Background: an optimization exercise with open tools, aiming at a short achievable clock period and few clock cycles. Do not read the settings as production practice. The RTL was checked by simulation tests, not by an equivalence proof against the original design. No activity file was given, so power comes from the tool's default toggle rates.

==> flow/design.v <==
package cpu_types_pkg;
  typedef logic [32-1:0] word_t;
  typedef logic [5-1:0] regbits_t;
  typedef enum logic [5:0] {
    RTYPE = 6'h00,
    J     = 6'h02,
    BEQ   = 6'h04,
    BNE   = 6'h05,
    ADDIU = 6'h09,
    ORI   = 6'h0d,
    LUI   = 6'h0f,
    LW    = 6'h23,
    SW    = 6'h2b,
    HALT  = 6'h3f
  } opcode_t;
  typedef enum logic [5:0] {
    ADDU = 6'h21,
    SUBU = 6'h23,
    AND  = 6'h24,
    OR   = 6'h25,
    SLT  = 6'h2a
  } funct_t;
  typedef enum logic [2:0] {
    ALU_ADD = 3'd0,
    ALU_SUB = 3'd1,
    ALU_AND = 3'd2,
    ALU_OR  = 3'd3,
    ALU_SLT = 3'd4,
    ALU_LUI = 3'd5
  } alu_op_t;
  typedef struct packed {
    logic     reg_wen;
    regbits_t dest;
    alu_op_t  alu_op;
    logic     alu_src_imm;
    logic     ext_sign;
    logic     mem_ren;
    logic     mem_wen;
    logic     beq;
    logic     bne;
    logic     jump;
    logic     halt;
  } ctrl_t;
  typedef struct packed {
    logic  valid;
    word_t instr;
    word_t pc_plus4;
  } fd_t;
  typedef struct packed {
    logic        valid;
    ctrl_t       ctrl;
    word_t       rdat1;
    word_t       rdat2;
    word_t       ext_imm;
    logic [25:0] jidx;
    word_t       pc_plus4;
  } de_t;
  typedef struct packed {
    logic  valid;
    ctrl_t ctrl;
    word_t alu_out;
    logic  zero;
    word_t store_data;
    word_t branch_target;
    word_t jump_target;
  } em_t;
  typedef struct packed {
    logic     valid;
    logic     reg_wen;
    regbits_t dest;
    word_t    wdat;
    logic     halt;
  } mw_t;
endpackage
module pipeline_cpu #(
  parameter logic [32-1:0] PC_INIT = 32'h0000_0000
) (
  input  logic  CLK,
  input  logic  nRST,
  output logic  imem_ren,
  output logic [32-1:0] imem_addr,
  input  logic [32-1:0] imem_load,
  input  logic  ihit,
  output logic  dmem_ren,
  output logic  dmem_wen,
  output logic [32-1:0] dmem_addr,
  output logic [32-1:0] dmem_store,
  input  logic [32-1:0] dmem_load,
  input  logic  dhit,
  output logic  halt
);
  logic [29:0] pc;
  logic        fd_valid;
  logic [31:0] fd_instr;
  logic [29:0] fd_pc4;
  logic        fd_pred;
  logic        de_valid;
  logic        de_wen;
  logic [4:0]  de_dest;
  logic        de_add, de_sub, de_and, de_or, de_slt;
  logic        de_load, de_store, de_beq, de_bne, de_pred, de_halt;
  logic [31:0] de_a, de_b, de_c;
  logic        de_cload;
  logic [29:0] de_alt;
  logic        em_valid;
  logic        em_wen;
  logic [4:0]  em_dest;
  logic        em_load, em_store;
  logic [31:0] em_res;
  logic [31:0] em_sdata;
  logic [31:0] regs [1:31];
  logic        freeze;
  logic        d_stall;
  logic        e_mispredict;
  logic [31:0] e_alu;
  logic [31:0] m_wdata;
  logic [29:0] pc4;
  logic [5:0]  f_op;
  logic        f_j, f_beq, f_bne, f_rseq, f_pred;
  logic [16:0] f_lo;
  logic [13:0] f_hi, f_hi_p1, f_hi_m1, f_hi_sel;
  logic [29:0] f_btgt, f_jtgt;
  assign imem_ren  = ~halt;
  assign imem_addr = {pc, 2'b00};
  assign pc4     = pc + 30'd1;
  assign f_op    = imem_load[31:26];
  assign f_j     = (f_op == 6'h02);
  assign f_beq   = (f_op == 6'h04);
  assign f_bne   = (f_op == 6'h05);
  assign f_rseq  = (imem_load[25:21] == imem_load[20:16]);
  assign f_pred  = (f_beq & f_rseq) | (f_bne & ~f_rseq);
  assign f_lo    = {1'b0, pc4[15:0]} + {1'b0, imem_load[15:0]};
  assign f_hi    = pc4[29:16];
  assign f_hi_p1 = f_hi + 14'd1;
  assign f_hi_m1 = f_hi - 14'd1;
  always_comb begin
    case ({imem_load[15], f_lo[16]})
      2'b01:   f_hi_sel = f_hi_p1;
      2'b10:   f_hi_sel = f_hi_m1;
      default: f_hi_sel = f_hi;
    endcase
  end
  assign f_btgt = {f_hi_sel, f_lo[15:0]};
  assign f_jtgt = {pc4[29:26], imem_load[25:0]};
  always_ff @(posedge CLK or negedge nRST) begin
    if (!nRST) begin
      pc <= PC_INIT[31:2];
    end else if (!freeze) begin
      if (e_mispredict) pc <= de_alt;
      else if (ihit && !d_stall && !halt) begin
        if (f_j) pc <= f_jtgt;
        else if (f_pred) pc <= f_btgt;
        else pc <= pc4;
      end
    end
  end
  always_ff @(posedge CLK or negedge nRST) begin
    if (!nRST) begin
      fd_valid <= 1'b0;
    end else if (!freeze) begin
      if (e_mispredict) fd_valid <= 1'b0;
      else if (!d_stall) fd_valid <= ihit & ~halt;
    end
  end
  always_ff @(posedge CLK) begin
    if (!freeze && !d_stall) begin
      fd_instr <= imem_load;
      fd_pc4   <= pc4;
      fd_pred  <= f_pred;
    end
  end
  logic [5:0]  op, fn;
  logic [4:0]  rs, rt, rd;
  logic [15:0] imm;
  logic        d_r, d_fn_ok;
  logic        d_add, d_sub, d_and, d_or, d_slt;
  logic        d_wen;
  logic [4:0]  d_dest;
  logic        d_use_rs, d_use_rt;
  logic        d_load, d_store, d_beq, d_bne, d_halt, d_lui;
  logic [31:0] d_rs_val, d_rt_val, d_b;
  logic [29:0] d_btgt;
  assign op  = fd_instr[31:26];
  assign fn  = fd_instr[5:0];
  assign rs  = fd_instr[25:21];
  assign rt  = fd_instr[20:16];
  assign rd  = fd_instr[15:11];
  assign imm = fd_instr[15:0];
  always_comb begin
    d_r     = (op == 6'h00);
    d_fn_ok = d_r & (fn == 6'h21 || fn == 6'h23 || fn == 6'h24 || fn == 6'h25 || fn == 6'h2a);
    d_load  = (op == 6'h23);
    d_store = (op == 6'h2b);
    d_beq   = (op == 6'h04);
    d_bne   = (op == 6'h05);
    d_halt  = (op == 6'h3f);
    d_lui   = (op == 6'h0f);
    d_sub   = (d_r & fn == 6'h23) | d_beq | d_bne;
    d_and   = d_r & (fn == 6'h24);
    d_or    = (d_r & fn == 6'h25) | (op == 6'h0d);
    d_slt   = d_r & (fn == 6'h2a);
    d_add   = ~(d_sub | d_and | d_or | d_slt);
    if (d_fn_ok) begin
      d_wen  = 1'b1;
      d_dest = rd;
    end else begin
      d_wen  = (op == 6'h09) | (op == 6'h0d) | d_lui | d_load;
      d_dest = rt;
    end
    if (d_dest == 5'd0) d_wen = 1'b0;
    d_use_rs = d_fn_ok | (op == 6'h09) | (op == 6'h0d) | d_load | d_store | d_beq | d_bne;
    d_use_rt = d_fn_ok | d_beq | d_bne;
  end
  logic e_hit_rs, e_hit_rt, m_hit_rs, m_hit_rt;
  assign e_hit_rs = de_valid & de_wen & (de_dest == rs);
  assign e_hit_rt = de_valid & de_wen & (de_dest == rt);
  assign m_hit_rs = em_valid & em_wen & (em_dest == rs);
  assign m_hit_rt = em_valid & em_wen & (em_dest == rt);
  assign d_rs_val = e_hit_rs ? e_alu : m_hit_rs ? m_wdata : (rs == 5'd0) ? 32'd0 : regs[rs];
  assign d_rt_val = e_hit_rt ? e_alu : m_hit_rt ? m_wdata : (rt == 5'd0) ? 32'd0 : regs[rt];
  always_comb begin
    if (d_r || d_beq || d_bne) d_b = d_rt_val;
    else if (d_lui) d_b = {imm, 16'h0000};
    else if (op == 6'h0d) d_b = {16'h0000, imm};
    else d_b = {{16{imm[15]}}, imm};
  end
  assign d_btgt = fd_pc4 + {{14{imm[15]}}, imm};
  assign d_stall = fd_valid & de_valid & de_load & de_wen &
                   ((d_use_rs & de_dest == rs) | (d_use_rt & de_dest == rt));
  always_ff @(posedge CLK or negedge nRST) begin
    if (!nRST) begin
      de_valid <= 1'b0;
    end else if (!freeze) begin
      de_valid <= fd_valid & ~d_stall & ~e_mispredict;
    end
  end
  always_ff @(posedge CLK) begin
    if (!freeze) begin
      de_wen   <= d_wen;
      de_dest  <= d_dest;
      de_add   <= d_add;
      de_sub   <= d_sub;
      de_and   <= d_and;
      de_or    <= d_or;
      de_slt   <= d_slt;
      de_load  <= d_load;
      de_store <= d_store;
      de_beq   <= d_beq;
      de_bne   <= d_bne;
      de_pred  <= fd_pred;
      de_halt  <= d_halt;
      de_a     <= d_lui ? 32'd0 : d_rs_val;
      de_b     <= d_b;
      de_c     <= d_rt_val;
      de_cload <= de_valid & de_load & de_wen & (de_dest == rt);
      de_alt   <= fd_pred ? fd_pc4 : d_btgt;
    end
  end
  logic [31:0] e_sum, e_diff;
  logic        e_lt, e_eq, e_taken;
  assign e_sum  = de_a + de_b;
  assign e_diff = de_a - de_b;
  assign e_lt   = (de_a[31] ^ de_b[31]) ? de_a[31] : e_diff[31];
  assign e_alu  = ({32{de_add}} & e_sum) | ({32{de_sub}} & e_diff) |
                  ({32{de_and}} & (de_a & de_b)) | ({32{de_or}} & (de_a | de_b)) |
                  {31'd0, de_slt & e_lt};
  assign e_eq         = (de_a == de_b);
  assign e_taken      = de_beq ? e_eq : ~e_eq;
  assign e_mispredict = de_valid & (de_beq | de_bne) & (e_taken ^ de_pred);
  always_ff @(posedge CLK or negedge nRST) begin
    if (!nRST) begin
      em_valid <= 1'b0;
    end else if (!freeze) begin
      em_valid <= de_valid;
    end
  end
  always_ff @(posedge CLK) begin
    if (!freeze) begin
      em_wen   <= de_wen;
      em_dest  <= de_dest;
      em_load  <= de_load;
      em_store <= de_store;
      em_res   <= e_alu;
      em_sdata <= de_cload ? dmem_load : de_c;
    end
  end
  assign dmem_addr  = em_res;
  assign dmem_store = em_sdata;
  assign dmem_ren   = em_valid & em_load & ~halt;
  assign dmem_wen   = em_valid & em_store & ~halt;
  assign freeze     = (dmem_ren | dmem_wen) & ~dhit;
  assign m_wdata    = em_load ? dmem_load : em_res;
  always_ff @(posedge CLK) begin
    if (!freeze && em_valid && em_wen) regs[em_dest] <= m_wdata;
  end
  always_ff @(posedge CLK or negedge nRST) begin
    if (!nRST) begin
      halt <= 1'b0;
    end else begin
      halt <= halt | (de_valid & de_halt & ~freeze);
    end
  end
endmodule
==> flow/run.sh <==
#!/bin/bash
# synth_recipe.tcl (not shown) runs the flow's synth.tcl, then flattens the netlist and writes it again
# the make line also repeats each setting of config.mk as NAME=value (left out here)
make -C /OpenROAD-flow-scripts/flow DESIGN_CONFIG=/design/flow/config.mk WORK_HOME=/design/flow/orfs CLKGATE_MAP_FILE= SYNTH_SCRIPT=/design/flow/synth_recipe.tcl finish
==> flow/config.mk <==
export PLATFORM = sky130hd
export DESIGN_NAME = pipeline_cpu
export DESIGN_NICKNAME = pipeline_cpu
export VERILOG_FILES = /design/flow/design.v
export SDC_FILE = /design/flow/constraint.sdc
export NUM_CORES = 4
export LEC_CHECK = 0
export CAP_MARGIN = 20
export CORE_MARGIN = 2
export CORE_UTILIZATION = 40
export SLEW_MARGIN = 20
==> flow/constraint.sdc <==
create_clock -name core_clock -period 5.5 [get_ports {CLK}]
set_input_delay 1.1000 -clock core_clock [delete_from_list [all_inputs] [get_ports {CLK}]]
set_output_delay 1.1000 -clock core_clock [all_outputs]
set_load 0.01 [all_outputs]
==> results of run 1 <==
per-stage QoR:
| step | cell area [µm²] | utilization (%) | setup WS (ns) |
|---|---|---|---|
| final | 78700 | 46.6 | 0.154 |
| after global routing | 78700 | 46.6 | -0.110 |
| after CTS | 78500 | 46.4 | 0.00136 |
| after detailed placement | 73700 | 43.6 | -1.04 |
| after global placement | 73700 | 43.6 | -1.02 |
| after floorplan | 67900 | - | 0.000723 |
registers in the layout (all words and copies together) (netlist names), 5 cells and up, named ones only:
signal / count
regs: 992
de_a: 32
de_b: 32
de_c: 32
em_res: 32
em_sdata: 32
fd_instr: 32
de_alt: 30
fd_pc4: 30
pc: 30
de_dest: 5
em_dest: 5
cell families (layout without fill, tap and decap cells):
logic type	Yosys count	in the layout	synth area share, %
adder cells (fa/ha/maj)	154	154	2.90
AND/OR/NAND/NOR	756	756	5.08
multiplexers	762	762	21.3
AO/OA/AOI/OAI	899	899	8.68
buffers and inverters	499	876	2.85
other	1	2	0.00552
XOR/XNOR	105	105	1.40
flip-flops	1315	1315	57.8
critical path, stage by stage, from the launching register on:
cell and delay (ns):
dfrtp_1 0.35, ha_2 0.20, buf_6 0.11, nand3_4 0.08, or2_4 0.25, nor2_4 0.13
xor2_2 0.17, ha_1 0.26, o21a_1 0.22, a21boi_2 0.18, o31ai_4 0.30, o21bai_1 0.12
a21oi_2 0.23, ha_4 0.21, ha_4 0.21, o311a_4 0.13, o311a_4 0.36, a2111oi_4 0.39
a21boi_2 0.22, o22ai_2 0.11, a21o_1 0.23, a211oi_4 0.29, buf_4 0.16, o21a_1 0.11
o31ai_1 0.08, a22oi_1 0.17
layer usage:
layer	share of wire (%)	global-route usage [%]	wire [µm]	vias up
li1	-	-	-	18700
met1	40	33.0	85500	23000
met2	47	39.3	101000	2217
met3	8.3	4.45	17800	384
met4	4.3	10.1	9120	0
met5	0	0	0	-
repair_timing:
item / CTS / global route
setup buffers: 18 / 6
setup endpoints to repair: 5 / 10
cloned: 0 / 0
pin swaps: 23 / 40
gates resized for setup: 19 / 41
layout make-up:
| type | instances | area [µm²] | area share, % |
|---|---|---|---|
| Sequential cell | 1315 | 39300 | 49.9 |
| Tap cell | 2218 | 2780 | 3.53 |
| Timing Repair Buffer | 423 | 4000 | 5.08 |
| Clock inverter | 83 | 782 | 0.993 |
| Inverter | 193 | 731 | 0.928 |
| Multi-Input combinational cell | 2678 | 27400 | 34.8 |
| Clock buffer | 177 | 3810 | 4.84 |
power groups by stage:
stage	clock (mW)	sequential [mW]	combinational [mW]
after detailed placement	0	12.6	3.87
after CTS	9.67	12.3	3.89
after global placement	0	12.6	3.82
after floorplan	0	12.4	2.29
after global routing	10.1	12.4	4.26
final	9.53	12.4	3.95
placed cells by master (no fill, tap or decap), types with 32 or more instances in the layout:
cell             netlist  layout
edfxtp_1            1271    1271
mux4_2               542     542
a21oi_1              260     255
nor2_1               278     242
buf_4                  2     222
nand2_1              203     203
inv_1                190     188
clkdlybuf4s50_1        0     163
mux2i_1              161     161
clkbuf_16              0     147
o21ai_0              151     144
ha_1                 148     142
a211oi_1             132     130
mux2_2                59      59
nand3_1               57      55
xnor2_1               58      55
nor3_1                54      52
o22ai_1               51      51
xor2_1                45      43
o21a_1                42      42
nor2_4                 0      35
dfrtp_1               34      33
buf_12                 0      32
final timing paths:
check | end | from | cells past startpoint | slack [ns]
setup reg to reg | pc[27] | pc[1] | 25 | 0.15
max in group asynchronous | pc[2] | nRST | 1 | 4.41
hold reg to reg | em_store | de_store | 0 | 0.43
min in group asynchronous | pc[7] | nRST | 1 | 0.46
hold / removal | em_store | de_store | 0 | 0.43
setup / recovery | pc[27] | pc[1] | 25 | 0.15
==> flow_metrics.tcl, run 1 <==
set metrics [dict create \
    holdCritPathClass "reg2reg" \
    tns_ns 0 \
    avgRoutedWirePerCell_um 30.2 \
    ys.flop_type "edfxtp_1" \
    pwr-share-clk_pct 36.9 \
    routed_wl_mm 214 \
    synth_warnings 1 \
    finClkSkew_ns 0.0329 \
    start_kind "register" \
    ys_seq_area_share_pct 57.8 \
    critPathCaptureType "register" \
    layoutNonFillerInstCount 7087 \
    vias_per_cell 6.24 \
    syn_inst 4491 \
    grt_pass1_wl_mm 309 \
    n_antenna_cell 0 \
    drt_first_pass_iters 6 \
    power.density_mw_per_mm2 328 \
    crit_type "reg2reg" \
    synth_area_leaders "edfxtp_1, mux4_2, ha_1" \
    total_power_mw 25.8 \
    status "timing/DRC/antenna clean" \
    nNetsFinal 4975 \
    slew_violations 0 \
    die_area_mm2 0.173 \
    core-area_mm2 0.169 \
    rsz0062_at_grt "yes" \
    netlist.area_leader.share_pct 56.2 \
    drc_errors 0 \
    synth_cell_type_count 90 \
    p_int_mw 18.9 \
    tightest_slew_ns 1.10 \
    cap_violations 0 \
    grt_pass1_vias 43400 \
    die_x_um 416 \
    slew_headroom_pct 26.4 \
    synthArstFlopShare_pct 2.59 \
    initial_utilization_pct 40.2 \
    fin_hold_ws_ns 0.430 \
    die_h_um 416 \
    swShare_pct 26.8 \
    setup_viol 0 \
    hold_viol_final 0 \
    grt_start_max_net_pins 162 \
    ys_seq_elements 1315 \
    area_delta_synth_final_pct 15.9 \
    grtUsageTotal_pct 24.5 \
    drive_gt1_share_pct 24.6 \
    ys_top_cells_by_count "edfxtp_1, mux4_2, nor2_1, a21oi_1, clkbuf_1" \
    cts_hold_buffers 0 \
    period_needed_ns 5.35 \
    synth-edff-count 1271 \
    arrival_ns 6.05 \
    p_leak_nw 26.9 \
    synth_largest_area_cell "edfxtp_1" \
    worstPathRequired_ns 6.21 \
    place_hpwl_mm 136 \
    synthMostInstantiatedCell "edfxtp_1" \
    htreeDepth 4 \
    place_inst 6803 \
    period_share_pct 97.2 \
    vias 44300 \
    clk_pin_slew_ns 0.06 \
    detail-route-antenna-nets 0 \
    antenna_found_initial 3 \
    num_rows 151 \
    io_pins 168 \
    cts_tree "built" \
    clockBufferDepth 3 \
    p_switching_mw 6.93 \
    insertion_delay_ns 0.80 \
    fmax_ghz 0.187 \
    synth_area_mm2 0.0679 \
    cts_root_buf "clkbuf_16" \
    fill_cells 14500 \
    syn_avg_cell_area_um2 15.1 \
    numCtsBuffers 142 \
    cts_sinks 1315 \
    overflow 0 \
    first_iter_violations 5477 \
    p_seq_share_pct 47.8 \
    cp_max_fo 4 \
    irDropWorstVdd_uv 304 \
    p_comb_share_pct 15.3 \
    io_buffer_count 165 \
    gp_congestion 0.941 \
]
Testbench counts, summed over its fixed seeds: cycles 64,131.
==> run 2, diff against run 1 <==
--- a/flow/design.v
+++ b/flow/design.v
@@ -119,3 +119,4 @@
   logic        f_j, f_beq, f_bne, f_rseq, f_pred;
-  logic [16:0] f_lo;
+  logic [17:0] f_lo;
+  logic [15:0] imm_f;
   logic [13:0] f_hi, f_hi_p1, f_hi_m1, f_hi_sel;
@@ -126,2 +127,3 @@
   assign f_op    = imem_load[31:26];
+  assign imm_f   = imem_load[15:0];
   assign f_j     = (f_op == 6'h02);
@@ -131,4 +133,4 @@
   assign f_pred  = (f_beq & f_rseq) | (f_bne & ~f_rseq);
-  assign f_lo    = {1'b0, pc4[15:0]} + {1'b0, imem_load[15:0]};
-  assign f_hi    = pc4[29:16];
+  assign f_lo    = {pc[15:0], 1'b1} + {imm_f, 1'b1};
+  assign f_hi    = pc[29:16];
   assign f_hi_p1 = f_hi + 14'd1;
@@ -136,3 +138,3 @@
   always_comb begin
-    case ({imem_load[15], f_lo[16]})
+    case ({imem_load[15], f_lo[17]})
       2'b01:   f_hi_sel = f_hi_p1;
@@ -142,3 +144,3 @@
   end
-  assign f_btgt = {f_hi_sel, f_lo[15:0]};
+  assign f_btgt = {f_hi_sel, f_lo[16:1]};
   assign f_jtgt = {pc4[29:26], imem_load[25:0]};
--- a/flow/config.mk
+++ b/flow/config.mk
@@ -10,2 +10,3 @@
 export CORE_UTILIZATION = 40
+export SETUP_SLACK_MARGIN = 2.5
 export SLEW_MARGIN = 20
==> run 2 against run 1 <==
Routed wire length grew 8.7%. Sequential power about the same. Fmax up 44%. Final cell count increased by 4.2%. Synthesized cell count up 0.82%. First-iteration DRC count rose by 7.9%. Area after synthesis up 0.90%. Critical path type is now in2reg. Critical endpoint is now pc[26]. Largest cell class unchanged. Largest power group unchanged. Highest routed layer unchanged.
==> flow_metrics.tcl, run 2 <==
set metrics [dict create \
    slew_headroom_pct 24.3 \
    routed-wl-met3_mm 21.9 \
    top_layer_used "met4" \
    power.density_mw_per_mm2 325 \
    reg2reg_to "de_a[31]" \
    cts_sinks 1315 \
    clockBufferDepth 3 \
    largest_reg_flops 992 \
    cp_max_fo 6 \
    finClkSkew_ns 0.0502 \
    synthMostInstantiatedCell "edfxtp_1" \
    worstPathRequired_ns 6.17 \
    ys_seq_area_share_pct 57.2 \
    clk_pin_slew_ns 0.07 \
    synth_area_leaders "edfxtp_1, mux4_2, ha_1" \
    die_x_um 418 \
    ys_seq_elements 1315 \
    crit_start "imem_load[0]" \
    crit_path_end "pc[26]" \
    ys.flop_type "edfxtp_1" \
    cap_violations 0 \
    synth_area_mm2 0.0685 \
    die_h_um 418 \
    grt_pass1_vias 45800 \
    irDropWorstVdd_uv 287 \
    synth-edff-count 1271 \
    final_common_cell "edfxtp_1" \
    ys_top_cells_by_count "edfxtp_1, mux4_2, nor2_1, a21oi_1, nand2_1" \
    numCtsBuffers 143 \
    place_hpwl_mm 138 \
    routed_wl_mm 232 \
    critPathCaptureType "register" \
    met1_length_mm 93.8 \
    hold_viol_final 0 \
    slew_violations 0 \
    insertion_delay_ns 0.79 \
    r2r_slack_ns 1.80 \
    r2r_cells 15 \
    initial_utilization_pct 40.3 \
    period_share_pct 67.3 \
    timing.rr.start "de_b[6]" \
    area_delta_synth_final_pct 24.8 \
    io_buffer_count 165 \
    drc_errors 0 \
    gp_congestion 0.950 \
    drt_first_pass_iters 5 \
    cts_tree "built" \
    num_rows 151 \
    die_area_mm2 0.175 \
    drive_gt1_share_pct 36.6 \
    cts_hold_buffers 0 \
    first_iter_violations 5910 \
    core-area_mm2 0.170 \
    synth_largest_area_cell "edfxtp_1" \
    detail-route-antenna-nets 0 \
    holdCritPathClass "reg2reg" \
    overflow 0 \
    grtUsageTotal_pct 26.0 \
    netlist.area_leader.share_pct 55.7 \
    layout_common_cells "edfxtp_1, mux4_2, buf_4" \
    total_power_mw 27.8 \
    tightest_slew_ns 1.13 \
    grt_start_max_net_pins 65 \
    io_pins 168 \
    setup_viol 0 \
    nNetsFinal 5276 \
    cts_root_buf "clkbuf_16" \
    synth_cell_type_count 100 \
    crit_type "in2reg" \
    htreeDepth 4 \
    regMostFlops "regs" \
    period_needed_ns 3.70 \
    vias_per_cell 6.36 \
    avgRoutedWirePerCell_um 31.5 \
    synth_warnings 1 \
    tns_ns 0 \
    route.met2.wl_mm 107 \
    rsz0062_at_grt "yes" \
    fin_hold_ws_ns 0.423 \
    vias 47000 \
    antenna_found_initial 6 \
    arrival_ns 4.37 \
    syn_avg_cell_area_um2 15.1 \
    synthArstFlopShare_pct 2.59 \
    status "timing/DRC/antenna clean" \
    fmax_ghz 0.270 \
    start_kind "primary input" \
    syn_inst 4528 \
    grt_pass1_wl_mm 328 \
    p_leak_nw 29.2 \
]
==> run 2: what timing repair did <==
| item | 4_1_cts | 5_1_grt |
|---|---|---|
| setup buffers | 246 | 94 |
| gates resized for setup | 605 | 240 |
| cloned | 20 | 7 |
| endpoints found under the setup margin | 1419 | 171 |
| pin swaps | 182 | 149 |
==> run 2: area by class of cell <==
cell class,instances,area [µm²]
repair buffers,672,7260
diodes,4,10.0
multi-input cells,2763,30900
well taps,2218,2780
clock inverters,82,937
fillers,14000,84300
clock buffers,177,3760
inverters,154,608
flip-flops and latches,1315,39300
==> run 2: layer usage <==
layer  GRT usage, %  up-vias
met5              0        -
met4           9.60        0
met3           4.69      455
met2           40.1     2650
met1           36.8    24500
li1               -    19400
==> run 2: cells by family (layout without fill, tap and decap cells) <==
family          Yosys count  in the layout  share of synthesized area [%]
flops                  1315           1315                           57.2
compound gates          926            930                           9.04
simple gates            800            800                           5.48
mux                     758            759                           21.1
buf+inv                 456           1085                           2.70
fa+ha+maj               159            159                           2.97
xor+xnor                113            113                           1.47
other cells               1              6                        0.00547
==> run 2: worst min path at each step <==
stage                        start        to  slack, ns  cells past startpoint
after floorplan           de_store  em_store       0.40                      0
after global placement    de_store  em_store       0.41                      0
after detailed placement  de_store  em_store       0.41                      0
after CTS                 de_store  em_store       0.42                      0
after global routing      de_store  em_store       0.44                      0
final                     de_store  em_store       0.42                      0
==> run 2: power by group <==
part	internal (mW)	leakage (nW)	switching [mW]	total (mW)
Clock	5.58	2.28	4.24	9.81
Sequential	12.1	12.4	0.265	12.4
Combinational	2.28	14.5	3.35	5.63
==> run 2: worst max-delay path: stages <==
cell and delay [ns]:
buf_4 0.15, inv_12 0.05, ha_4 0.13, inv_2 0.03, fa_2 0.36, a211oi_4 0.28
o21ai_2 0.13, nand3_2 0.10, o2111ai_4 0.13, nor2_4 0.16, buf_12 0.15, buf_6 0.10
ha_4 0.20, or3_1 0.34, o211ai_1 0.17, o21ai_2 0.10, buf_4 0.14, xor2_1 0.13
mux2i_1 0.16, nand2_1 0.07, o21ai_1 0.09, o21ai_1 0.09
==> run 2: per-stage QoR <==
step | util (%) | setup slack (ns) | instance area [µm²] | cells
after floorplan | - | 0.485 | 68800 | 4529
after global placement | 43.4 | 0.248 | 73700 | 6755
after detailed placement | 43.4 | 0.202 | 73700 | 6755
after global routing | 50.4 | 1.60 | 85500 | 7384
after CTS | 49.3 | 1.74 | 83700 | 7280
final | 50.4 | 1.80 | 85500 | 7385
Testbench counts of run 2, summed over its fixed seeds: cycles 64,131.
==> run 3, diff against run 2 <==
--- a/flow/design.v
+++ b/flow/design.v
@@ -119,5 +119,6 @@
   logic        f_j, f_beq, f_bne, f_rseq, f_pred;
-  logic [17:0] f_lo;
+  logic [9:0]  f_lo;
+  logic        f_short, f_redir;
   logic [15:0] imm_f;
-  logic [13:0] f_hi, f_hi_p1, f_hi_m1, f_hi_sel;
+  logic [21:0] f_hi, f_hi_p1, f_hi_m1, f_hi_sel;
   logic [29:0] f_btgt, f_jtgt;
@@ -133,15 +134,23 @@
   assign f_pred  = (f_beq & f_rseq) | (f_bne & ~f_rseq);
-  assign f_lo    = {pc[15:0], 1'b1} + {imm_f, 1'b1};
-  assign f_hi    = pc[29:16];
-  assign f_hi_p1 = f_hi + 14'd1;
-  assign f_hi_m1 = f_hi - 14'd1;
-  always_comb begin
-    case ({imem_load[15], f_lo[17]})
-      2'b01:   f_hi_sel = f_hi_p1;
-      2'b10:   f_hi_sel = f_hi_m1;
-      default: f_hi_sel = f_hi;
-    endcase
-  end
-  assign f_btgt = {f_hi_sel, f_lo[16:1]};
+  assign f_short = (imm_f[15:7] == 9'h000) | (imm_f[15:7] == 9'h1ff);
+  assign f_redir = f_pred & f_short;
+  assign f_lo    = {pc[7:0], 1'b1} + {imm_f[7:0], 1'b1};
+  assign f_hi    = pc[29:8];
+  assign f_hi_p1 = f_hi + 22'd1;
+  assign f_hi_m1 = f_hi - 22'd1;
+  assign f_hi_sel = ({22{~imm_f[7] &  f_lo[9]}} & f_hi_p1) |
+                    ({22{ imm_f[7] & ~f_lo[9]}} & f_hi_m1) |
+                    ({22{~(imm_f[7] ^ f_lo[9])}} & f_hi);
+  assign f_btgt = {f_hi_sel, f_lo[8:1]};
   assign f_jtgt = {pc4[29:26], imem_load[25:0]};
+  logic f_adv, s_mis, s_j, s_b, s_seq, s_hold;
+  logic [29:0] pc_next;
+  assign f_adv  = ihit & ~d_stall & ~halt;
+  assign s_mis  = e_mispredict;
+  assign s_j    = ~e_mispredict & f_adv & f_j;
+  assign s_b    = ~e_mispredict & f_adv & ~f_j & f_redir;
+  assign s_seq  = ~e_mispredict & f_adv & ~f_j & ~f_redir;
+  assign s_hold = ~e_mispredict & ~f_adv;
+  assign pc_next = ({30{s_mis}} & de_alt) | ({30{s_j}} & f_jtgt) | ({30{s_b}} & f_btgt) |
+                   ({30{s_seq}} & pc4) | ({30{s_hold}} & pc);
   always_ff @(posedge CLK or negedge nRST) begin
@@ -150,8 +159,3 @@
     end else if (!freeze) begin
-      if (e_mispredict) pc <= de_alt;
-      else if (ihit && !d_stall && !halt) begin
-        if (f_j) pc <= f_jtgt;
-        else if (f_pred) pc <= f_btgt;
-        else pc <= pc4;
-      end
+      pc <= pc_next;
     end
@@ -170,3 +174,3 @@
       fd_pc4   <= pc4;
-      fd_pred  <= f_pred;
+      fd_pred  <= f_redir;
     end
@@ -182,3 +186,4 @@
   logic        d_load, d_store, d_beq, d_bne, d_halt, d_lui;
-  logic [31:0] d_rs_val, d_rt_val, d_b;
+  logic [31:0] d_rs_m, d_rt_m, d_a_oth, d_b_oth;
+  logic        d_b_rt, d_a_fe, d_b_fe;
   logic [29:0] d_btgt;
@@ -220,10 +225,14 @@
   assign m_hit_rt = em_valid & em_wen & (em_dest == rt);
-  assign d_rs_val = e_hit_rs ? e_alu : m_hit_rs ? m_wdata : (rs == 5'd0) ? 32'd0 : regs[rs];
-  assign d_rt_val = e_hit_rt ? e_alu : m_hit_rt ? m_wdata : (rt == 5'd0) ? 32'd0 : regs[rt];
+  assign d_rs_m   = m_hit_rs ? m_wdata : (rs == 5'd0) ? 32'd0 : regs[rs];
+  assign d_rt_m   = m_hit_rt ? m_wdata : (rt == 5'd0) ? 32'd0 : regs[rt];
+  assign d_b_rt   = d_r | d_beq | d_bne;
+  assign d_a_oth  = d_lui ? 32'd0 : d_rs_m;
+  assign d_a_fe   = e_hit_rs & ~d_lui;
   always_comb begin
-    if (d_r || d_beq || d_bne) d_b = d_rt_val;
-    else if (d_lui) d_b = {imm, 16'h0000};
-    else if (op == 6'h0d) d_b = {16'h0000, imm};
-    else d_b = {{16{imm[15]}}, imm};
+    if (d_b_rt) d_b_oth = d_rt_m;
+    else if (d_lui) d_b_oth = {imm, 16'h0000};
+    else if (op == 6'h0d) d_b_oth = {16'h0000, imm};
+    else d_b_oth = {{16{imm[15]}}, imm};
   end
+  assign d_b_fe   = e_hit_rt & d_b_rt;
   assign d_btgt = fd_pc4 + {{14{imm[15]}}, imm};
@@ -253,5 +262,5 @@
       de_halt  <= d_halt;
-      de_a     <= d_lui ? 32'd0 : d_rs_val;
-      de_b     <= d_b;
-      de_c     <= d_rt_val;
+      de_a     <= d_a_fe ? e_alu : d_a_oth;
+      de_b     <= d_b_fe ? e_alu : d_b_oth;
+      de_c     <= e_hit_rt ? e_alu : d_rt_m;
       de_cload <= de_valid & de_load & de_wen & (de_dest == rt);
@@ -295,3 +304,3 @@
   always_ff @(posedge CLK) begin
-    if (!freeze && em_valid && em_wen) regs[em_dest] <= m_wdata;
+    if (em_valid && em_wen) regs[em_dest] <= m_wdata;
   end
==> run 3 against run 2 <==
Critical path depth down 5. Clock-buffer cell count fell by 2. Highest routed layer is now met5. Register-to-register slack got worse by 0.18 ns. Critical path type is now reg2reg. Final cell count down 2.0%. Routed wire length is 0.22% higher. Sequential share of layout area up 1.4 points. Via count decreased by 0.76%. Synthesized cell count fell by 1.3%. Hold slack lost 0.0027 ns. Sequential cell count is the same. Die area is 0.85% lower.
==> flow_metrics.tcl, run 3 <==
set metrics [dict create \
    status "timing/DRC/antenna clean" \
    area_delta_synth_final_pct 22.1 \
    slew_headroom_pct 23.6 \
    grt_pass1_wl_mm 329 \
    cts_tree "built" \
    synth-edff-count 1271 \
    clockBufferDepth 3 \
    syn_inst 4468 \
    place_hpwl_mm 142 \
    arrival_ns 4.39 \
    cts_root_buf "clkbuf_16" \
    die_x_um 416 \
    yosys.area_share.simple_pct 4.87 \
    die_h_um 416 \
    synthMostInstantiatedCell "edfxtp_1" \
    synth_largest_area_cell "edfxtp_1" \
    layoutNonFillerInstCount 7234 \
    tightest_slew_ns 1.15 \
    drc_errors 0 \
    period_share_pct 70.6 \
    start_kind "register" \
    holdCritPathClass "reg2reg" \
    grt_start_max_net_pins 146 \
    regMostFlops "regs" \
    ys_seq_elements 1315 \
    tns_ns 0 \
    critPathCaptureType "register" \
    largest_reg_flops 992 \
    antenna_found_initial 8 \
    grt_pass1_vias 44900 \
    synth_area_leaders "edfxtp_1, mux4_2, ha_1" \
    synth_area_mm2 0.0679 \
    clk_pin_slew_ns 0.06 \
    synth_compound_area_share_pct 8.86 \
    routed_wl_mm 233 \
    htreeDepth 4 \
    first_iter_violations 6384 \
    layout_common_cells "edfxtp_1, mux4_2, buf_4" \
    irDropWorstVdd_uv 339 \
    synth.area.mux_share_pct 21.4 \
    initial_utilization_pct 40.2 \
    period_needed_ns 3.88 \
    num_rows 151 \
    syn_avg_cell_area_um2 15.2 \
    synth_cell_type_count 89 \
    final_common_cell "edfxtp_1" \
    io_buffer_count 165 \
    fin_hold_ws_ns 0.420 \
    finClkSkew_ns 0.0376 \
    die_area_mm2 0.173 \
    ys_top_cells_by_count "edfxtp_1, mux4_2, nor2_1, a21oi_1, clkbuf_1" \
    met3_usage_pct 5.10 \
    synth_xor_area_share_pct 1.53 \
    post_synth_fa_ha_maj_area_fraction_pct 2.67 \
    synthArstFlopShare_pct 2.59 \
    setup_viol 0 \
    insertion_delay_ns 0.81 \
    nNetsFinal 5111 \
    netlist.area_leader.share_pct 56.2 \
    vias_per_cell 6.45 \
    drive_gt1_share_pct 34.1 \
    cap_violations 0 \
    rsz0062_at_grt "yes" \
    hold_viol_final 0 \
    worstPathRequired_ns 6.00 \
    avgRoutedWirePerCell_um 32.2 \
    synth_top_family_by_area "multiplexers" \
    drt_first_pass_iters 6 \
    p_leak_nw 28.2 \
    place_inst 6683 \
    cp_max_fo 3 \
    slew_violations 0 \
    vias 46600 \
    numCtsBuffers 143 \
    met2_usage_pct 40.2 \
    grt.busiest_layer "met2" \
    power.density_mw_per_mm2 330 \
    crit_type "reg2reg" \
    cts_hold_buffers 0 \
    met1_usage_pct 36.8 \
    ys.flop_type "edfxtp_1" \
    detail-route-antenna-nets 0 \
    core-area_mm2 0.169 \
    overflow 0 \
    grtUsageTotal_pct 26.3 \
    cts_sinks 1315 \
    synth_warnings 1 \
    fmax_ghz 0.257 \
    io_pins 168 \
    gp_congestion 0.931 \
    ys_seq_area_share_pct 57.7 \
]
[run 3: changes by cell type after synthesis, moves of 16 or more]
cell      delta
ha_1        -16
a21o_1      -20
buf_1       +18
a211oi_1    -29
buf_2       -34
nand2_1     -39
a221oi_1    +16
inv_1       +34
o22ai_1     +38
clkbuf_1    +41
[run 3: layer usage]
layer / wire [µm] / share of wire [%]
met1: 92300 / 40
met2: 106000 / 46
met3: 23400 / 10
met4: 10800 / 4.6
met5: 57 / 0.024
[run 3: final timing paths]
| kind | start | endpoint | slack [ns] | cells past startpoint |
|---|---|---|---|---|
| max reg2reg | de_b[10] | de_a[31] | 1.62 | 17 |
| max | de_b[10] | de_a[31] | 1.62 | 17 |
| min in group asynchronous | nRST | pc[12] | 0.47 | 1 |
| max in group asynchronous | nRST | em_valid | 4.33 | 1 |
| min reg2reg | de_store | em_store | 0.42 | 0 |
| min | de_store | em_store | 0.42 | 0 |
[run 3: power breakdown]
part,switching [mW],internal [mW]
registers,0.269,12.2
logic,3.28,2.04
clock network,4.20,5.40
[run 3: kinds of logic (layout without fill, tap and decap cells)]
family | after synthesis | after routing
DFF | 1315 | 1315
AOI/OAI and AO/OA | 905 | 905
muxes | 763 | 763
adders and majority gates | 142 | 142
buffers and inverters | 510 | 1052
and+or+nand+nor | 713 | 716
xor gates and xnor gates | 119 | 119
other | 1 | 4
[run 3: stage by stage]
step	worst slack, ns	area [µm²]	util, %	power (mW)
detailed placement	0.656	73200	43.3	16.9
global route	1.47	83000	49.1	28.2
floorplan	1.85	68400	-	15.1
global placement	0.649	73100	43.3	16.9
CTS	1.69	81400	48.1	27.1
finish	1.62	83000	49.1	27.3
[run 3: cell type report]
type / count / area (µm²)
fill: 14000 / 86100
sequential: 1315 / 39300
multi-input combinational: 2647 / 29200
timing repair buffer: 604 / 6290
clock buffer: 175 / 3770
tap: 2218 / 2780
clock inverter: 83 / 835
inverter: 189 / 754
timing repair inverter: 1 / 7.51
antenna: 2 / 5.00
[run 3: worst max-delay path, cell delays in order (launching register included)]
cell and delay (ns):
edfxtp_1 0.49, inv_2 0.13, ha_4 0.22, nor4_4 0.34
buf_4 0.21, nand2_4 0.05, o22ai_4 0.20, o21ai_4 0.09
a2111oi_4 0.40, o21ai_2 0.09, a21oi_1 0.15, nor2_1 0.09
o21bai_1 0.18, fa_1 0.44, nand2_1 0.07, o211ai_1 0.16
a21oi_2 0.20, a211oi_2 0.08
[run 3: what timing repair did]
item                                    in CTS  in global routing
resized for setup                          379                183
endpoints found under the setup margin     440                251
buffers inserted                           183                 90
cloned                                      13                  5
hold endpoints to repair                     0                  0
pin swaps                                  105                112
Testbench counts of run 3, summed over its fixed seeds: cycles 64,131.
==> run 4, diff against run 3 <==
--- a/flow/design.v
+++ b/flow/design.v
@@ -74,2 +74,94 @@
 endpackage
+module fetch_incr (
+  input  logic [29:0] pc,
+  output logic [29:0] pc4,
+  output logic [21:0] hi_p1,
+  output logic [21:0] hi_m1
+);
+  assign pc4   = pc + 30'd1;
+  assign hi_p1 = pc[29:8] + 22'd1;
+  assign hi_m1 = pc[29:8] - 22'd1;
+endmodule
+module fetch_next (
+  input  logic [29:0] pc,
+  input  logic [29:0] pc4,
+  input  logic [21:0] hi_p1,
+  input  logic [21:0] hi_m1,
+  input  logic [31:0] instr,
+  input  logic        ihit,
+  input  logic        stall,
+  input  logic        halt,
+  input  logic        mispredict,
+  input  logic [29:0] alt,
+  output logic [29:0] pc_next,
+  output logic        redir
+);
+  logic [5:0]  op;
+  logic        is_j, is_beq, is_bne, rseq, pred, short_off, adv;
+  logic [9:0]  lo;
+  logic [21:0] hi_sel;
+  logic [29:0] btgt, jtgt;
+  logic        s_mis, s_j, s_b, s_seq, s_hold;
+  assign op        = instr[31:26];
+  assign is_j      = (op == 6'h02);
+  assign is_beq    = (op == 6'h04);
+  assign is_bne    = (op == 6'h05);
+  assign rseq      = (instr[25:21] == instr[20:16]);
+  assign pred      = (is_beq & rseq) | (is_bne & ~rseq);
+  assign short_off = (instr[15:7] == 9'h000) | (instr[15:7] == 9'h1ff);
+  assign redir     = pred & short_off;
+  assign lo      = {pc[7:0], 1'b1} + {instr[7:0], 1'b1};
+  assign hi_sel  = ({22{~instr[7] &  lo[9]}} & hi_p1) |
+                   ({22{ instr[7] & ~lo[9]}} & hi_m1) |
+                   ({22{~(instr[7] ^ lo[9])}} & pc[29:8]);
+  assign btgt    = {hi_sel, lo[8:1]};
+  assign jtgt    = {pc4[29:26], instr[25:0]};
+  assign adv     = ihit & ~stall & ~halt;
+  assign s_mis   = mispredict;
+  assign s_j     = ~mispredict & adv & is_j;
+  assign s_b     = ~mispredict & adv & ~is_j & redir;
+  assign s_seq   = ~mispredict & adv & ~is_j & ~redir;
+  assign s_hold  = ~mispredict & ~adv;
+  assign pc_next = ({30{s_mis}} & alt) | ({30{s_j}} & jtgt) | ({30{s_b}} & btgt) |
+                   ({30{s_seq}} & pc4) | ({30{s_hold}} & pc);
+endmodule
+module exec_alu (
+  input  logic [31:0] a,
+  input  logic [31:0] b,
+  input  logic        op_add,
+  input  logic        op_sub,
+  input  logic        op_and,
+  input  logic        op_or,
+  input  logic        op_slt,
+  input  logic        valid,
+  input  logic        beq,
+  input  logic        bne,
+  input  logic        pred,
+  input  logic        a_fe,
+  input  logic        b_fe,
+  input  logic        c_fe,
+  input  logic [31:0] a_oth,
+  input  logic [31:0] b_oth,
+  input  logic [31:0] c_oth,
+  output logic [31:0] alu,
+  output logic        mispredict,
+  output logic [31:0] a_nx,
+  output logic [31:0] b_nx,
+  output logic [31:0] c_nx
+);
+  logic [31:0] sum, diff;
+  logic        lt, eq, taken;
+  assign sum  = a + b;
+  assign diff = a - b;
+  assign lt   = (a[31] ^ b[31]) ? a[31] : diff[31];
+  assign alu  = ({32{op_add}} & sum) | ({32{op_sub}} & diff) |
+                ({32{op_and}} & (a & b)) | ({32{op_or}} & (a | b)) |
+                {31'd0, op_slt & lt};
+  assign eq         = (a == b);
+  assign taken      = beq ? eq : ~eq;
+  assign mispredict = valid & (beq | bne) & (taken ^ pred);
+  assign a_nx = a_fe ? alu : a_oth;
+  assign b_nx = b_fe ? alu : b_oth;
+  assign c_nx = c_fe ? alu : c_oth;
+endmodule
 module pipeline_cpu #(
@@ -116,41 +208,13 @@
   logic [31:0] m_wdata;
-  logic [29:0] pc4;
-  logic [5:0]  f_op;
-  logic        f_j, f_beq, f_bne, f_rseq, f_pred;
-  logic [9:0]  f_lo;
-  logic        f_short, f_redir;
-  logic [15:0] imm_f;
-  logic [21:0] f_hi, f_hi_p1, f_hi_m1, f_hi_sel;
-  logic [29:0] f_btgt, f_jtgt;
+  logic [29:0] pc4, pc_next;
+  logic [21:0] pc_hi_p1, pc_hi_m1;
+  logic        f_redir;
   assign imem_ren  = ~halt;
   assign imem_addr = {pc, 2'b00};
-  assign pc4     = pc + 30'd1;
-  assign f_op    = imem_load[31:26];
-  assign imm_f   = imem_load[15:0];
-  assign f_j     = (f_op == 6'h02);
-  assign f_beq   = (f_op == 6'h04);
-  assign f_bne   = (f_op == 6'h05);
-  assign f_rseq  = (imem_load[25:21] == imem_load[20:16]);
-  assign f_pred  = (f_beq & f_rseq) | (f_bne & ~f_rseq);
-  assign f_short = (imm_f[15:7] == 9'h000) | (imm_f[15:7] == 9'h1ff);
-  assign f_redir = f_pred & f_short;
-  assign f_lo    = {pc[7:0], 1'b1} + {imm_f[7:0], 1'b1};
-  assign f_hi    = pc[29:8];
-  assign f_hi_p1 = f_hi + 22'd1;
-  assign f_hi_m1 = f_hi - 22'd1;
-  assign f_hi_sel = ({22{~imm_f[7] &  f_lo[9]}} & f_hi_p1) |
-                    ({22{ imm_f[7] & ~f_lo[9]}} & f_hi_m1) |
-                    ({22{~(imm_f[7] ^ f_lo[9])}} & f_hi);
-  assign f_btgt = {f_hi_sel, f_lo[8:1]};
-  assign f_jtgt = {pc4[29:26], imem_load[25:0]};
-  logic f_adv, s_mis, s_j, s_b, s_seq, s_hold;
-  logic [29:0] pc_next;
-  assign f_adv  = ihit & ~d_stall & ~halt;
-  assign s_mis  = e_mispredict;
-  assign s_j    = ~e_mispredict & f_adv & f_j;
-  assign s_b    = ~e_mispredict & f_adv & ~f_j & f_redir;
-  assign s_seq  = ~e_mispredict & f_adv & ~f_j & ~f_redir;
-  assign s_hold = ~e_mispredict & ~f_adv;
-  assign pc_next = ({30{s_mis}} & de_alt) | ({30{s_j}} & f_jtgt) | ({30{s_b}} & f_btgt) |
-                   ({30{s_seq}} & pc4) | ({30{s_hold}} & pc);
+  fetch_incr u_incr (.pc, .pc4, .hi_p1(pc_hi_p1), .hi_m1(pc_hi_m1));
+  fetch_next u_next (
+    .pc, .pc4, .hi_p1(pc_hi_p1), .hi_m1(pc_hi_m1), .instr(imem_load), .ihit,
+    .stall(d_stall), .halt, .mispredict(e_mispredict), .alt(de_alt),
+    .pc_next, .redir(f_redir)
+  );
   always_ff @(posedge CLK or negedge nRST) begin
@@ -262,5 +326,5 @@
       de_halt  <= d_halt;
-      de_a     <= d_a_fe ? e_alu : d_a_oth;
-      de_b     <= d_b_fe ? e_alu : d_b_oth;
-      de_c     <= e_hit_rt ? e_alu : d_rt_m;
+      de_a     <= e_a_nx;
+      de_b     <= e_b_nx;
+      de_c     <= e_c_nx;
       de_cload <= de_valid & de_load & de_wen & (de_dest == rt);
@@ -269,13 +333,10 @@
   end
-  logic [31:0] e_sum, e_diff;
-  logic        e_lt, e_eq, e_taken;
-  assign e_sum  = de_a + de_b;
-  assign e_diff = de_a - de_b;
-  assign e_lt   = (de_a[31] ^ de_b[31]) ? de_a[31] : e_diff[31];
-  assign e_alu  = ({32{de_add}} & e_sum) | ({32{de_sub}} & e_diff) |
-                  ({32{de_and}} & (de_a & de_b)) | ({32{de_or}} & (de_a | de_b)) |
-                  {31'd0, de_slt & e_lt};
-  assign e_eq         = (de_a == de_b);
-  assign e_taken      = de_beq ? e_eq : ~e_eq;
-  assign e_mispredict = de_valid & (de_beq | de_bne) & (e_taken ^ de_pred);
+  logic [31:0] e_a_nx, e_b_nx, e_c_nx;
+  exec_alu u_alu (
+    .a(de_a), .b(de_b), .op_add(de_add), .op_sub(de_sub), .op_and(de_and), .op_or(de_or),
+    .op_slt(de_slt), .valid(de_valid), .beq(de_beq), .bne(de_bne), .pred(de_pred),
+    .a_fe(d_a_fe), .b_fe(d_b_fe), .c_fe(e_hit_rt), .a_oth(d_a_oth), .b_oth(d_b_oth),
+    .c_oth(d_rt_m), .alu(e_alu), .mispredict(e_mispredict), .a_nx(e_a_nx), .b_nx(e_b_nx),
+    .c_nx(e_c_nx)
+  );
   always_ff @(posedge CLK or negedge nRST) begin
--- a/flow/config.mk
+++ b/flow/config.mk
@@ -12 +12,2 @@
 export SLEW_MARGIN = 20
+export SYNTH_HIERARCHICAL = 1
==> run 4 against run 3 <==
Still clean. First-iteration DRC count increased by 7.3%. Final area is 4.9% higher. Power is 3.0% higher. Sequential share of layout area is 2.2 points lower. Area after synthesis up 3.0%. Routed wire length grew 5.8%. Critical path depth decreased by 1. Final cell count rose by 6.1%. Sequential power is essentially flat. Clock skew decreased by 0.0049 ns. Fmax rose by 4.5%. Critical path type unchanged. Critical endpoint is now pc[28].
==> flow_metrics.tcl, run 4 <==
set metrics [dict create \
    status "timing/DRC/antenna clean" \
    synth_warnings 7 \
    crit_type "reg2reg" \
    hold_viol_final 0 \
    period_share_pct 67.6 \
    synth-edff-count 1271 \
    ys.flop_type "edfxtp_1" \
    cp_max_fo 8 \
    place_hpwl_mm 147 \
    cpMostUsedCell "buf_4" \
    synthMostInstantiatedCell "edfxtp_1" \
    synth_area_leaders "edfxtp_1, mux4_2, ha_1" \
    io_pins 168 \
    vias 48800 \
    ys_seq_area_share_pct 56.0 \
    grtUsageTotal_pct 26.7 \
    cts_root_buf "clkbuf_16" \
    p_leak_nw 30.0 \
    setup_viol 0 \
    cts_tree "built" \
    grt_pass1_vias 46700 \
    first_iter_violations 6849 \
    period_needed_ns 3.72 \
    min-delay-start "de_store" \
    core-area_mm2 0.174 \
    htreeDepth 4 \
    initial_utilization_pct 40.3 \
    nNetsFinal 5440 \
    layoutNonFillerInstCount 7673 \
    finClkSkew_ns 0.0328 \
    cap_violations 0 \
    whs_endpoint "em_store" \
    io_buffer_count 165 \
    cp_top_family "simple AND/OR/NAND/NOR gates" \
    synth_cell_type_count 105 \
    grt_pass1_wl_mm 343 \
    fmax_ghz 0.269 \
    drive_gt1_share_pct 35.2 \
    drt_first_pass_iters 9 \
    netlist.area_leader.share_pct 54.5 \
    crit_slowest_cell "or3_4" \
    layout_common_cells "edfxtp_1, mux4_2, buf_4" \
    gp_congestion 0.911 \
    r2r_slack_ns 1.78 \
    ys_seq_elements 1315 \
    slew_violations 0 \
    insertion_delay_ns 0.82 \
    slowest_delay_ns 0.46 \
    syn_avg_cell_area_um2 14.7 \
    clockBufferDepth 3 \
    synth_largest_area_cell "edfxtp_1" \
    reg2reg_to "pc[28]" \
    slew_headroom_pct 11.4 \
    synthArstFlopShare_pct 2.59 \
    final_common_cell "edfxtp_1" \
    critPathCaptureType "register" \
    total_power_mw 28.2 \
    place_inst 7037 \
    irDropWorstVdd_uv 304 \
    vias_per_cell 6.35 \
    numCtsBuffers 147 \
    r2r_cells 16 \
    overflow 0 \
    ys_top_cells_by_count "edfxtp_1, mux4_2, nor2_1, a21oi_1, nand2_1" \
    fin_hold_ws_ns 0.438 \
    avgRoutedWirePerCell_um 32.1 \
    clk_pin_slew_ns 0.06 \
    cts_hold_buffers 0 \
    grt_start_max_net_pins 133 \
    start_kind "register" \
    crit_start "de_a[8]" \
    die_h_um 422 \
    regMostFlops "regs" \
    timing.rr.start "de_a[8]" \
    routed_wl_mm 247 \
    tightest_slew_ns 1.33 \
    rsz0062_at_grt "yes" \
    die_x_um 422 \
    holdCritPathClass "reg2reg" \
    worstPathRequired_ns 6.25 \
    tns_ns 0 \
    area_delta_synth_final_pct 24.3 \
    crit_buf_inv 5 \
    path_cells "inv_2, ha_4, buf_4, buf_8, buf_4, nor4_4, nand2_2, nor3_4, xor2_2, nor3b_2, o21a_4, buf_12, or3_4, or3_1, nand3_1, mux2_2" \
    syn_inst 4758 \
    die_area_mm2 0.178 \
    synth_area_mm2 0.0700 \
    antenna_found_initial 8 \
    whs_path_depth 0 \
    detail-route-antenna-nets 0 \
    power.density_mw_per_mm2 324 \
    num_rows 153 \
    drc_errors 0 \
    cts_sinks 1315 \
    largest_reg_flops 992 \
    arrival_ns 4.46 \
]
-- run 4: cell count changes in the layout (fill, tap and decap cells not counted), moves of 26 or more --
cell | previous run | this run
nand3_1 | 45 | 134
a21oi_1 | 184 | 268
nor2_1 | 207 | 261
a211oi_1 | 111 | 59
nand2_1 | 174 | 211
buf_16 | 17 | 44
o22a_1 | 2 | 29
o22ai_1 | 40 | 14
-- run 4: metrics by stage --
| step | area, µm² | util [%] | worst slack [ns] |
|---|---|---|---|
| after floorplan | 70300 | - | 0.536 |
| after global placement | 74700 | 43.0 | 0.776 |
| after detailed placement | 74700 | 43.0 | 0.730 |
| after CTS | 84800 | 48.8 | 1.73 |
| after global routing | 87000 | 50.1 | 1.62 |
| final | 87000 | 50.1 | 1.78 |
-- run 4: worst max-delay path by stage --
| stage | endpoint | slack (ns) | cells past startpoint |
|---|---|---|---|
| final | pc[28] | 1.78 | 16 |
| after global routing | de_a[31] | 1.62 | 15 |
| after CTS | de_c[31] | 1.73 | 15 |
| after detailed placement | pc[21] | 0.73 | 15 |
| after global placement | pc[15] | 0.78 | 15 |
| after floorplan | de_a[0] | 0.54 | 2 |
-- run 4: worst register-to-register path: stages, from the launching register on --
cell      delay, ns
edfxtp_1       0.40
inv_2          0.09
ha_4           0.22
buf_4          0.14
buf_8          0.12
buf_4          0.13
nor4_4         0.25
nand2_2        0.16
nor3_4         0.35
xor2_2         0.22
nor3b_2        0.08
o21a_4         0.26
buf_12         0.14
or3_4          0.46
or3_1          0.40
nand3_1        0.09
mux2_2         0.14
-- run 4: cell families after synthesis --
kind of cell	Yosys count	share of synthesized area, %
flops	1315	56.0
simple gates	966	6.67
compound gates	847	7.86
mux	810	21.8
buf+inv	550	3.45
fa+ha+maj	142	2.59
xor+xnor	127	1.59
other cells	1	0.00536
-- run 4: final cells by class --
class,count,area [µm²]
fillers,14500,86800
flip-flops and latches,1315,39300
multi-input cells,2898,31500
repair buffers,659,7600
clock buffers,163,3740
well taps,2325,2910
clock inverters,102,1140
inverters,207,806
repair inverters,2,12.5
diodes,2,5.00
-- run 4: repair_timing --
item,in CTS,in global routing
hold endpoints to repair,0,0
setup buffers,211,118
gates resized for setup,538,235
endpoints found under the setup margin,603,382
gates cloned,30,9
pin swaps,111,130
-- run 4: metal layers --
metal	vias up	global-route usage, %	part of all wire (%)
met3	630	5.01	8.9
met2	2906	42.9	47
li1	20000	-	-
met5	-	0	0.044
met4	10	14.1	6.2
met1	25200	34.5	37
-- run 4: power breakdown --
part | internal (mW) | total, mW | leakage (nW) | switching (mW)
logic | 2.24 | 5.74 | 15.2 | 3.50
registers | 12.1 | 12.4 | 12.4 | 0.290
clock network | 5.72 | 10.0 | 2.37 | 4.32
total | 20.1 | 28.2 | 30.0 | 8.11
-- run 4: modules after synthesis, one instance, submodules excluded --
module,cells,flip-flops and latches
pipeline_cpu,3169,1315
fetch_next,335,0
fetch_incr,207,0
exec_alu,1047,0
Testbench counts of run 4, summed over its fixed seeds: cycles 64,131.
==> run 5, diff against run 4 <==
--- a/flow/config.mk
+++ b/flow/config.mk
@@ -9,3 +9,3 @@
 export CORE_MARGIN = 2
-export CORE_UTILIZATION = 40
+export CORE_UTILIZATION = 60
 export SETUP_SLACK_MARGIN = 2.5
==> run 5 against run 4 <==
Still clean on timing, DRC and antenna. Die area shrank 33%. Core utilization grew 23 points. Largest power group unchanged. Via count grew 0.33%. Sequential share of layout area grew 1.1 points. Hold slack lost 0.0047 ns. Power shrank 3.3%. Combinational power shrank 6.8%. Critical path depth grew 2. Highest routed layer unchanged. Register-to-register slack lost 0.02 ns. Clock power shrank 5%. Final area shrank 2.3%. Sequential cell count is the same.
==> flow_metrics.tcl, run 5 <==
set metrics [dict create \
    syn_inst 4758 \
    nNetsFinal 5419 \
    ys_seq_elements 1315 \
    p_int_mw 19.5 \
    finClkSkew_ns 0.0394 \
    r2r_slack_ns 1.77 \
    ys_top_cells_by_count "edfxtp_1, mux4_2, nor2_1, a21oi_1, nand2_1" \
    largest_reg_flops 992 \
    synth-edff-count 1271 \
    antenna_found_initial 7 \
    worstPathRequired_ns 5.98 \
    tightest_slew_ns 1.12 \
    grt_start_max_net_pins 117 \
    core-area_mm2 0.116 \
    netlist.area_leader.share_pct 54.5 \
    numCtsBuffers 140 \
    cts_hold_buffers 0 \
    rsz0062_at_grt "yes" \
    setup_viol 0 \
    crit_path_end "de_b[29]" \
    slowest_delay_ns 0.44 \
    synthMostInstantiatedCell "edfxtp_1" \
    cap_violations 0 \
    p_switching_mw 7.69 \
    insertion_delay_ns 0.78 \
    drt_first_pass_iters 9 \
    period_share_pct 67.9 \
    die_h_um 346 \
    vias_per_cell 7.15 \
    initial_utilization_pct 60.4 \
    die_x_um 346 \
    drive_gt1_share_pct 34.6 \
    fin_hold_ws_ns 0.433 \
    hold_viol_final 0 \
    synthArstFlopShare_pct 2.59 \
    crit_start "de_a[1]" \
    met3_usage_pct 8.57 \
    cp_max_fo 4 \
    synth_area_leaders "edfxtp_1, mux4_2, ha_1" \
    reg2reg_to "de_b[29]" \
    grtUsageTotal_pct 38.9 \
    vias 48900 \
    timing.rr.start "de_a[1]" \
    gp_congestion 0.992 \
    die_area_mm2 0.119 \
    first_iter_violations 7169 \
    synth_warnings 7 \
    crit_cells 18 \
    synth_area_mm2 0.0700 \
    met2_usage_pct 60.2 \
    cts_root_buf "clkbuf_16" \
    overflow 0 \
    crit_buf_inv 9 \
    cp_top_family "compound AO/OA/AOI/OAI gates" \
    synth_largest_area_cell "edfxtp_1" \
    drc_errors 0 \
    total_power_mw 27.2 \
    avgRoutedWirePerCell_um 34.5 \
    clockBufferDepth 3 \
    period_needed_ns 3.73 \
    regMostFlops "regs" \
    clk_pin_slew_ns 0.06 \
    swShare_pct 28.3 \
    tns_ns 0 \
    start_kind "register" \
    slew_violations 0 \
    detail-route-antenna-nets 0 \
    final_common_cell "edfxtp_1" \
    io_buffer_count 165 \
    place_hpwl_mm 139 \
    power.density_mw_per_mm2 320 \
    cts_sinks 1315 \
    layout_common_cells "edfxtp_1, mux4_2, buf_4" \
    crit_type "reg2reg" \
    synth_cell_type_count 105 \
    syn_avg_cell_area_um2 14.7 \
    htreeDepth 4 \
    p_leak_nw 29.5 \
    crit_slowest_cell "edfxtp_1" \
    grt_pass1_wl_mm 333 \
    status "timing/DRC/antenna clean" \
    p_comb_share_pct 19.6 \
    critPathCaptureType "register" \
    irDropWorstVdd_uv 398 \
    ys_seq_area_share_pct 56.0 \
    io_pins 168 \
    routed_wl_mm 236 \
    slew_headroom_pct 25.1 \
    pwr-share-clk_pct 35.0 \
    area_delta_synth_final_pct 21.4 \
    ys.flop_type "edfxtp_1" \
    holdCritPathClass "reg2reg" \
    cpMostUsedCell "buf_6" \
    r2r_cells 18 \
    path_cells "buf_6, ha_4, o21bai_4, a2111oi_4, or3b_4, a311oi_4, o31ai_4, nand3_2, buf_4, buf_6, buf_6, buf_6, buf_4, buf_4, buf_6, a221oi_4, buf_12, a21oi_1" \
    fmax_ghz 0.268 \
    num_rows 125 \
    cts_tree "built" \
    grt_pass1_vias 46900 \
    p_seq_share_pct 45.4 \
    met1_usage_pct 53.0 \
    grt.busiest_layer "met2" \
    arrival_ns 4.22 \
]
## run 5: modules after synthesis (local to each module, per instance)
module        flops+latches  cells inside
exec_alu                  0          1047
pipeline_cpu           1315          3169
fetch_incr                0           207
fetch_next                0           335
## run 5: metrics by stage
step                      instances  instance area [µm²]  util, %  setup slack (ns)
after floorplan                4759                70300        -             0.536
after global placement         6238                73700     63.6             0.732
after detailed placement       6240                73700     63.6             0.708
after CTS                      6720                82800     71.4              1.71
after global routing           6844                85000     73.3              1.61
final                          6844                85000     73.3              1.77
## run 5: power by group through the flow
stage	Combinational, mW	Clock [mW]	Sequential, mW
finish	5.35	9.53	12.4
global route	5.64	9.97	12.4
CTS	4.96	9.58	12.3
detailed placement	4.23	0	12.6
global placement	4.19	0	12.6
floorplan	2.61	0	12.5
## run 5: layout make-up
type	count	area [µm²]
sequential	1315	39300
multi-input combinational	2901	31300
fill	7258	30900
timing repair buffer	643	7100
clock buffer	168	3670
tap	1524	1910
clock inverter	83	913
inverter	207	801
timing repair inverter	1	7.51
antenna	2	5.00
## run 5: kinds of logic after synthesis
| logic type | Yosys count | share of synthesized area (%) |
|---|---|---|
| buf+inv | 550 | 3.45 |
| flops | 1315 | 56.0 |
| compound gates | 847 | 7.86 |
| mux | 810 | 21.8 |
| fa+ha+maj | 142 | 2.59 |
| other cells | 1 | 0.00536 |
| simple gates | 966 | 6.67 |
| xor+xnor | 127 | 1.59 |
## run 5: worst min path at each step
stage | startpoint | to | slack (ns) | cells past startpoint
after floorplan | de_store | em_store | 0.40 | 0
after global placement | de_store | em_store | 0.40 | 0
after detailed placement | de_store | em_store | 0.42 | 0
after CTS | de_store | em_store | 0.44 | 0
after global routing | de_store | em_store | 0.44 | 0
final | de_store | em_store | 0.43 | 0
## run 5: timing repair
action                     4_1_cts  5_1_grt
gates resized for setup        448      235
pin swaps                      105      132
setup endpoints to repair      512      564
gates cloned                    27       11
buffers inserted               202      111
## run 5: routing by layer
metal	vias to the layer above	part of all wire, %
met1	24900	36
met2	3393	46
met5	-	0.0064
li1	19900	-
met3	679	12
met4	2	5.9
## run 5: worst register-to-register path, delay by kind of cell, from the launching register on
kind                     cells  cell delay, ns
AO/OA/AOI/OAI                6            1.35
adder cells (fa/ha/maj)      1            0.14
buffers and inverters        9            1.15
flip-flops                   1            0.44
AND/OR/NAND/NOR              2            0.35

## separate check: timing with driven ports
No port has a modelled driver above. Below, the same layouts with a new extraction and two added sets of constraints. Step 1, drivers: a clkbuf_16 drives CLK and a buf_2 each remaining input, both assumed. Step 2 moves the port delays by t, midway between the first and last clock arrival at a register: inputs arrive t later, outputs are due t later. That takes back most of the time a late clock gives input paths. Slacks: no drivers / after step 1 / after step 2; pairs: no drivers / after step 1.
run | t (ns) | setup WS [ns] | worst hold slack (ns) | worst setup path after step 2 | slew at the worst register clock pin (ns)
run 1 | 0.871 | 0.154 / 0.154 / -0.650 | 0.430 / 0.403 / 0.430 | input to register | 0.07 / 0.07
run 2 | 0.867 | 1.800 / 1.801 / 1.005 | 0.423 / 0.409 / 0.423 | input to register | 0.07 / 0.07
run 3 | 0.887 | 1.616 / 1.616 / 1.017 | 0.420 / 0.405 / 0.420 | input to register | 0.07 / 0.07
run 4 | 0.888 | 1.784 / 1.784 / 1.258 | 0.438 / 0.419 / 0.438 | input to register | 0.07 / 0.07
run 5 | 0.834 | 1.765 / 1.765 / 1.205 | 0.433 / 0.433 / 0.433 | input to register | 0.07 / 0.07
Met with ideal ports but missed after step 2: setup timing in run 1. For run 1, which loses most, drivers alone change the setup slack by 0.000 ns; drivers and shift together by -0.804 ns.
